Context: an optimization exercise on an open-source flow, tuned for small area, a short achievable clock period and few clock cycles per item. The choices shown serve that exercise and are no tape-out recipe.
Where RTL was checked, it was by simulation tests only, not by an equivalence proof against the original.
No activity file was given, so power comes from the tool's default toggle rates.

== amber ==
// pkt_loopback_top
module pkt_loopback_top #(
  parameter int FIFO_DEPTH = 8,
  parameter int MAX_BEATS  = 16
) (
  input  logic  rd_clk,
  input  logic  rd_rst_n,
  input  logic  rx_valid,
  output logic  rx_ready,
  input  pkt_pkg::beat_t rx_beat,
  input  logic  tx_enable,
  input  logic  tx_ready,
  output logic  tx_valid,
  output pkt_pkg::beat_t tx_beat
);
  localparam int N  = MAX_BEATS;
  localparam int PW = $clog2(N);
  localparam int CW = $clog2(N + 1);
  localparam int EW = pkt_pkg::DATA_W + pkt_pkg::EMPTY_W + 1;
  logic [EW-1:0] ring [0:N-1];
  logic [PW-1:0] dh;        
  logic          dh0;       
  logic [PW-1:0] dt;        
  logic [CW-1:0] count;     
  logic [CW-1:0] ccount;    
  logic          rdy_n;     
  logic          wsel_n;    
  logic          wsel;      
  logic          tv;        
  pkt_pkg::beat_t ob;       
  logic          drop;      
  logic          last_eop;  
  logic          en_seen;   
  logic          empty;
  logic          one;
  logic          full;
  logic          ccnz;
  logic          cc_one;
  logic          dt1;
  logic          ovf;
  logic          acc;
  logic          store;     
  logic          discard;
  logic          commit;
  logic          take;      
  logic          new_head;
  logic          drop_nxt;
  logic          high;      
  logic [CW-1:0] count_nxt;
  logic [pkt_pkg::DATA_W-1:0] rd_data;
  logic [pkt_pkg::DATA_W-1:0] rd_inc;
  logic          rdy_0;
  logic          rdy_s;
  logic          rdy_t;
  logic          rdy_st;
  logic          wsel_s;
  logic          wsel_t;
  logic [EW-1:0] wr_ent;
  assign empty   = (count == '0);
  assign one     = (count == CW'(1));
  assign full    = (count == CW'(N));
  assign high    = (count >= CW'(N - 1));
  assign ccnz    = (ccount != '0);
  assign cc_one  = (ccount == CW'(1));
  assign dt1     = (dt == PW'(1));
  assign ovf     = full && !ccnz;
  assign acc     = rx_valid && !rdy_n;
  assign store   = acc && !drop && !ovf;
  assign discard = acc && !drop && ovf;
  assign commit  = store && rx_beat.eop;
  ...
clock: 5.5 ns
lec_check: 0
abc_area: 1
cap_margin: 20
core_margin: 2
core_utilization: 65
cts_cluster_diameter: 100
cts_cluster_size: 28
setup_slack_margin: 3.15
slew_margin: 20
standard.sh (not shown) runs the stock make flow with config.mk's settings and CLKGATE_MAP_FILE= SYNTH_SCRIPT=/design/flow/synth_recipe.tcl, a recipe that flattens the netlist after the stock synthesis.
==> flow/flow/run.sh <==
#!/bin/bash
# The standard layout, with the port buffers made from buf_2 cells
# instead of the delay buffers buffer_ports picks by default, and clock
# tree synthesis without dummy loads.
set -euo pipefail
export BUFFER_PORTS_ARGS="-buffer_cell sky130_fd_sc_hd__buf_2"
export CTS_ARGS="-sink_clustering_enable -repair_clock_nets -sink_clustering_size 28 -sink_clustering_max_diameter 100 -dont_use_dummy_load"
bash standard.sh > standard_flow.log 2>&1
amber ended with every stage complete and zero timing, DRC or antenna violations.
What nickel does differently from amber at the input level:
==> flow/flow/run.sh <==
#!/bin/bash
# The standard layout, with the port buffers made from buf_2 cells
# instead of the delay buffers buffer_ports picks by default.
set -euo pipefail
export BUFFER_PORTS_ARGS="-buffer_cell sky130_fd_sc_hd__buf_2"
bash standard.sh > standard_flow.log 2>&1
### Flow results
- In summary, nickel completed successfully, with a layout that passed the timing, DRC and antenna checks.
- Detailed router's first-iteration violation count: nickel and amber compared, higher one is nickel
- Looking at nickel and amber, the wire length of the first global-routing pass is a wash.
- amber has higher minimum setup slack in the final design than nickel.
Function was not checked in any run of this note: the RTL went through the layout flow alone.

pkt_loopback_top, a different RTL version from the one above (not shown whole).
For scale: about 150 I/O pins, about 28,000 um^2 of cells after synthesis.
Settings: LEC_CHECK=0, ABC_CLOCK_PERIOD_IN_PS=2000, CAP_MARGIN=20, CORE_MARGIN=2, CORE_UTILIZATION=40, CTS_CLUSTER_DIAMETER=100, CTS_CLUSTER_SIZE=28, SETUP_SLACK_MARGIN=3.0, SLEW_MARGIN=20; clock period 5.5 ns.
==> flow/flow/run.sh <==
#!/bin/bash
# The standard layout, with the port buffers made from buf_2 cells
# instead of the delay buffers buffer_ports picks by default.
set -euo pipefail
export BUFFER_PORTS_ARGS="-buffer_cell sky130_fd_sc_hd__buf_2"
bash standard.sh > standard_flow.log 2>&1
Testbench counts at the start, summed over its fixed seeds: cycles 14,877, items 14,749.
==> next run, changes <==
Settings changed: SETUP_SLACK_MARGIN 3.0 to 3.3.
Result: Global-route usage is higher by 1.1 points. Design area goes up by 5.0%. Worst hold slack stays flat. Total power climbs by 4.4%. Setup slack is better by 120 ps. Core utilization goes up by 2.3 points. Fmax rose by 5.0%.
==> next run, changes <==
Settings changed: SETUP_SLACK_MARGIN 3.3 to 3.15.
Clock skew climbs by 9.7 ps. Final cell count goes down by 2.8%. Clock power barely changes. Via count fell by 3.1%. Wire length decreases by 6.6%. Global-route usage is lower by 0.93 points. Setup slack improves by 12 ps.
==> next run, changes <==
==> flow/flow/run.sh (replaced) <==
#!/bin/bash
# The standard layout, run step by step: port buffers made from buf_2
# cells instead of the delay buffers buffer_ports picks by default, and
# setup repair aimed at a shorter period only from clock tree synthesis
# on, where placement gives it wire loads.
set -euo pipefail
export BUFFER_PORTS_ARGS="-buffer_cell sky130_fd_sc_hd__buf_2"
SETUP_SLACK_MARGIN=0 bash standard.sh place > flow_place.log 2>&1
SETUP_SLACK_MARGIN=3.15 bash standard.sh cts > flow_cts.log 2>&1
SETUP_SLACK_MARGIN=3.15 bash standard.sh finish > flow_finish.log 2>&1
Settings changed: SETUP_SLACK_MARGIN 3.15 to not set.
Via count climbs slightly.
Clock power shrinks by a few percent.
Worst hold slack improves by 4.7 ps.
Area after synthesis is unchanged.
==> next run, changes <==
==> flow/flow/run.sh (replaced) <==
#!/bin/bash
# The standard layout, with the port buffers made from buf_2 cells
# instead of the delay buffers buffer_ports picks by default.
set -euo pipefail
export BUFFER_PORTS_ARGS="-buffer_cell sky130_fd_sc_hd__buf_2"
bash standard.sh > standard_flow.log 2>&1
Settings changed: CTS_BUF_LIST set to sky130_fd_sc_hd__clkbuf_8 sky130_fd_sc_hd__clkbuf_16, SETUP_SLACK_MARGIN set to 3.15.
Result: Core utilization stays flat; hold slack is worse by 4.9 ps; clock power rises by a few percent; sequential share of layout area went down by 0.16 points; combinational power drops by a few percent; first-iteration DRC count shrinks by a few percent.

== v22 ==
The RTL this note starts from:
==> flow/design.v <==
package pkt_pkg;
  localparam int DATA_W  = 64;
  localparam int EMPTY_W = 3;
  typedef logic [DATA_W-1:0]  data_t;
  typedef logic [EMPTY_W-1:0] empty_t;
  typedef struct packed {
    logic   sop;
    logic   eop;
    empty_t empty;
    data_t  data;
  } beat_t;
  typedef enum logic [1:0] {
    TX_IDLE = 2'd0,
    TX_LOAD = 2'd1,
    TX_SEND = 2'd2,
    TX_DONE = 2'd3
  } tx_state_t;
endpackage
`timescale 1ns/1ps
module pkt_loopback_top #(
  parameter int FIFO_DEPTH = 8,
  parameter int MAX_BEATS  = 16
) (
  input  logic  rd_clk,
  input  logic  rd_rst_n,
  input  logic  rx_valid,
  output logic  rx_ready,
  input  pkt_pkg::beat_t rx_beat,
  input  logic  tx_enable,
  input  logic  tx_ready,
  output logic  tx_valid,
  output pkt_pkg::beat_t tx_beat
);
  localparam int N  = MAX_BEATS;
  localparam int PW = $clog2(N);
  localparam int CW = $clog2(N + 1);
  localparam int EW = pkt_pkg::DATA_W + pkt_pkg::EMPTY_W + 1;
  logic [EW-1:0] ring [0:N-1];
  logic [PW-1:0] dh;        
  logic          dh0;       
  logic [PW-1:0] dt;        
  logic [CW-1:0] count;     
  logic [CW-1:0] ccount;    
  logic          rdy_n;     
  logic          wsel_n;    
  logic          tv;        
  pkt_pkg::beat_t ob;       
  logic          drop;      
  logic          last_eop;  
  logic          en_seen;   
  logic          empty;
  logic          one;
  logic          full;
  logic          ccnz;
  logic          cc_one;
  logic          dt1;
  logic          ovf;
  logic          acc;
  logic          store;     
  logic          discard;
  logic          commit;
  logic          take;      
  logic          fire;
  logic          new_head;
  logic          drop_nxt;
  logic          high;      
  logic [CW-1:0] count_nxt;
  logic [pkt_pkg::DATA_W-1:0] rd_data;
  logic [pkt_pkg::DATA_W-1:0] rd_inc;
  logic          rdy_0;
  logic          rdy_s;
  logic          rdy_t;
  logic          rdy_st;
  logic          wsel_s;
  logic          wsel_t;
  logic [EW-1:0] wr_ent;
  assign empty   = (count == '0);
  assign one     = (count == CW'(1));
  assign full    = (count == CW'(N));
  assign high    = (count >= CW'(N - 1));
  assign ccnz    = (ccount != '0);
  assign cc_one  = (ccount == CW'(1));
  assign dt1     = (dt == PW'(1));
  assign ovf     = full && !ccnz;
  assign acc     = rx_valid && !rdy_n;
  assign store   = acc && !drop && !ovf;
  assign discard = acc && !drop && ovf;
  assign commit  = store && rx_beat.eop;
  assign fire    = tv && tx_ready;
  assign take    = dh0 && en_seen && (!tv || tx_ready) && !empty &&
                   (ccnz || commit);
  assign new_head = store && (empty || (take && one));
  assign drop_nxt = (acc && (drop || ovf)) ? !rx_beat.eop : drop;
  always_comb begin
    count_nxt = count;
    if (discard) begin
      count_nxt = '0;
    end else if (store && !take) begin
      count_nxt = count + 1'b1;
    end else if (take && !store) begin
      count_nxt = count - 1'b1;
    end
  end
  assign rdy_0  = (full && !ccnz) || (!full && (empty || dt1));
  assign rdy_s  = !high || (!ccnz && !rx_beat.eop);
  assign rdy_t  = one || dt1;
  assign rdy_st = !full || !(rx_beat.eop || (ccnz && !cc_one));
  assign wsel_s = (count != CW'(N - 1));
  assign wsel_t = one || dt1;
  assign wr_ent = {rx_beat.eop,
                   rx_beat.eop ? rx_beat.empty : pkt_pkg::EMPTY_W'(0),
                   rx_beat.data};
  always_ff @(posedge rd_clk or negedge rd_rst_n) begin
    if (!rd_rst_n) begin
      dh       <= '0;
      dh0      <= 1'b1;
      dt       <= '0;
      count    <= '0;
      ccount   <= '0;
      rdy_n    <= 1'b0;
      wsel_n   <= 1'b0;
      tv       <= 1'b0;
      drop     <= 1'b0;
      last_eop <= 1'b1;
      en_seen  <= 1'b0;
    end else begin
      if (new_head) begin
        dh  <= PW'(N - 2);
        dh0 <= 1'b0;
      end else if (take) begin
        dh  <= '0;
        dh0 <= 1'b1;
      end else begin
        dh  <= dh - 1'b1;
        dh0 <= (dh == PW'(1));
      end
      if (store || discard || (take && one) || empty) begin
        dt <= '0;
      end else begin
        dt <= dt - 1'b1;
      end
      count <= count_nxt;
      if (commit) begin
        ccount <= count_nxt;
      end else if (take) begin
        ccount <= ccount - 1'b1;
      end
      if (drop_nxt || discard) begin
        rdy_n <= 1'b0;
      end else begin
        case ({store, take})
          2'b00:   rdy_n <= !rdy_0;
          2'b10:   rdy_n <= !rdy_s;
          2'b01:   rdy_n <= !rdy_t;
          default: rdy_n <= !rdy_st;
        endcase
      end
      if (discard) begin
        wsel_n <= 1'b0;
      end else begin
        case ({store, take})
          2'b00:   wsel_n <= !(!full && (empty || dt1));
          2'b10:   wsel_n <= !wsel_s;
          2'b01:   wsel_n <= !wsel_t;
          default: wsel_n <= full;
        endcase
      end
      tv       <= take || (tv && !tx_ready);
      en_seen  <= en_seen || tx_enable;
      drop     <= drop_nxt;
      if (take) begin
        last_eop <= ring[1][EW-1];
      end
    end
  end
  localparam int NG = pkt_pkg::DATA_W / 8;
  logic [NG-1:0] rd_grp;    
  always_ff @(posedge rd_clk) begin
    for (int g = 0; g < NG; g++) begin
      rd_grp[g] <= &ring[2][8*g +: 8];
    end
  end
  assign rd_data = ring[1][pkt_pkg::DATA_W-1:0];
  always_comb begin
    logic lo_grp;
    logic lo_bit;
    for (int g = 0; g < NG; g++) begin
      lo_grp = 1'b1;
      for (int h = 0; h < g; h++) begin
        lo_grp = lo_grp & rd_grp[h];
      end
      lo_bit = 1'b1;
      for (int b = 0; b < 8; b++) begin
        rd_inc[8*g+b] = rd_data[8*g+b] ^ (lo_grp & lo_bit);
        lo_bit = lo_bit & rd_data[8*g+b];
      end
    end
  end
  always_ff @(posedge rd_clk) begin
    for (int i = 0; i < N - 1; i++) begin
      ring[i] <= ring[i+1];
    end
    ring[N-1] <= wsel_n ? ring[0] : wr_ent;
  end
  always_ff @(posedge rd_clk or negedge rd_rst_n) begin
    if (!rd_rst_n) begin
      ob <= '0;
    end else if (take) begin
      ob <= {last_eop, ring[1][EW-1:pkt_pkg::DATA_W], rd_inc};
    end else if (fire) begin
      ob <= '0;
    end
  end
  assign rx_ready = !rdy_n;
  assign tx_valid = tv;
  assign tx_beat  = ob;
endmodule
Settings: LEC_CHECK=0, ABC_AREA=1, CAP_MARGIN=20, CORE_MARGIN=2, CORE_UTILIZATION=65, CTS_CLUSTER_DIAMETER=100, CTS_CLUSTER_SIZE=28, GPL_ROUTABILITY_DRIVEN=0, SETUP_SLACK_MARGIN=3.15, SLEW_MARGIN=20; clock period 5.5 ns.
==> flow/flow/run.sh <==
#!/bin/bash
# The standard layout, with the port buffers made from buf_2 cells
# instead of the delay buffers buffer_ports picks by default.
set -euo pipefail
export BUFFER_PORTS_ARGS="-buffer_cell sky130_fd_sc_hd__buf_2"
bash standard.sh > standard_flow.log 2>&1
Testbench counts of v22, summed over its fixed seeds: cycles 14,877, items 14,749.
> inputs changed (v22 -> v39)
Settings: GPL_ROUTABILITY_DRIVEN: 0 -> unset; PLACE_DENSITY: unset -> 0.8; CORE_UTILIZATION: 65 -> 75.
==> comparison <==
Diff v22..v39 | post-route clock period utilization | negligible
Share of the core filled with cells (higher): v39
v22 -> v39: fraction of layout cells with a size suffix above 1 flat
Clock power deteriorates in v39 relative to v22.
Looking at sequential share of layout area, v39 sits above v22.
Between v22 and v39, count of cell instances traversed by the critical path increased.
Final cell count, v39 vs v22: down by a few percent
For v34, these inputs were changed with respect to v39:
Settings: a deleted PLACE_DENSITY that had been 0.8; a change of CORE_UTILIZATION from 75 to 65; an added GPL_TIMING_DRIVEN of 0.
## What came out
v34: post-route total power lower than v39. Row count of cells along the worst register-to-register path: v34 higher / v39 lower. | combined flip-flop and latch cell area | v39 vs v34 | ≈ equal |. The combinational group share of total power on v39 is in line with that on v34. The clock-cell share of area was comparable across v39 and v34. Number of detailed-routing iterations run before antenna repair for v34 is higher than for v39. v39 → v34: clock power share held; sequential portion of the cell area shows no meaningful change. | quantity of I/O buffers inserted on ports | higher: v39 |. In v34, global-route wire length before repair is lower than in v39.

==> re-timing with driven ports <==
Ports are ideal in the flow. The routed layouts listed here were re-timed in OpenROAD.
Step 1 (the two cells are an assumption about what drives the block):
set clk [get_ports {rd_clk}]
set_driving_cell -lib_cell sky130_fd_sc_hd__clkbuf_16 $clk
set_driving_cell -lib_cell sky130_fd_sc_hd__buf_2 [delete_from_list [all_inputs] $clk]
Step 2 adds t to the input delays and takes it off the output delays; t is the mean of the earliest and latest rising clock arrival at the registers after step 1. Input paths then give back, and output paths get back, about the clock's delay inside the block.
Slacks: no drivers / after step 1 / after step 2; pairs: no drivers / after step 1.
| run | t (ns) | setup slack, ns | hold slack, ns | clock arrival spread, ns | worst slew at a driven data input, ns |
|---|---|---|---|---|---|
| amber | 0.637 | 3.227 / 3.171 / 2.720 | 0.291 / 0.291 / 0.291 | 0.051 / 0.051 | 0.08 |
| nickel | 0.650 | 3.215 / 3.160 / 2.721 | 0.322 / 0.322 / 0.322 | 0.020 / 0.020 | 0.07 |
| the first run of note 2 | 0.671 | 3.067 / 3.004 / 2.524 | 0.321 / 0.321 / 0.321 | 0.028 / 0.027 | 0.04 |
| the second run of note 2 | 0.659 | 3.184 / 3.132 / 2.616 | 0.318 / 0.318 / 0.318 | 0.023 / 0.023 | 0.10 |
| the third run of note 2 | 0.658 | 3.196 / 3.141 / 2.580 | 0.319 / 0.319 / 0.319 | 0.034 / 0.034 | 0.03 |
| the fourth run of note 2 | 0.655 | 3.169 / 3.151 / 2.522 | 0.324 / 0.324 / 0.324 | 0.030 / 0.030 | 0.05 |
| the fifth run of note 2 | 0.657 | 3.191 / 3.136 / 2.584 | 0.319 / 0.319 / 0.319 | 0.032 / 0.032 | 0.03 |
| v22 | 0.650 | 3.202 / 3.144 / 2.716 | 0.318 / 0.318 / 0.318 | 0.033 / 0.034 | 0.06 |
| v39 | 0.657 | 3.200 / 3.144 / 2.636 | 0.319 / 0.319 / 0.319 | 0.031 / 0.030 | 0.07 |
| v34 | 0.658 | 3.183 / 3.124 / 2.751 | 0.314 / 0.314 / 0.314 | 0.028 / 0.028 | 0.07 |
After both steps every run listed still meets setup and hold. The setup slack of the fourth run of note 2, which loses most, moves by -0.018 ns with the drivers and by -0.647 ns with both steps.
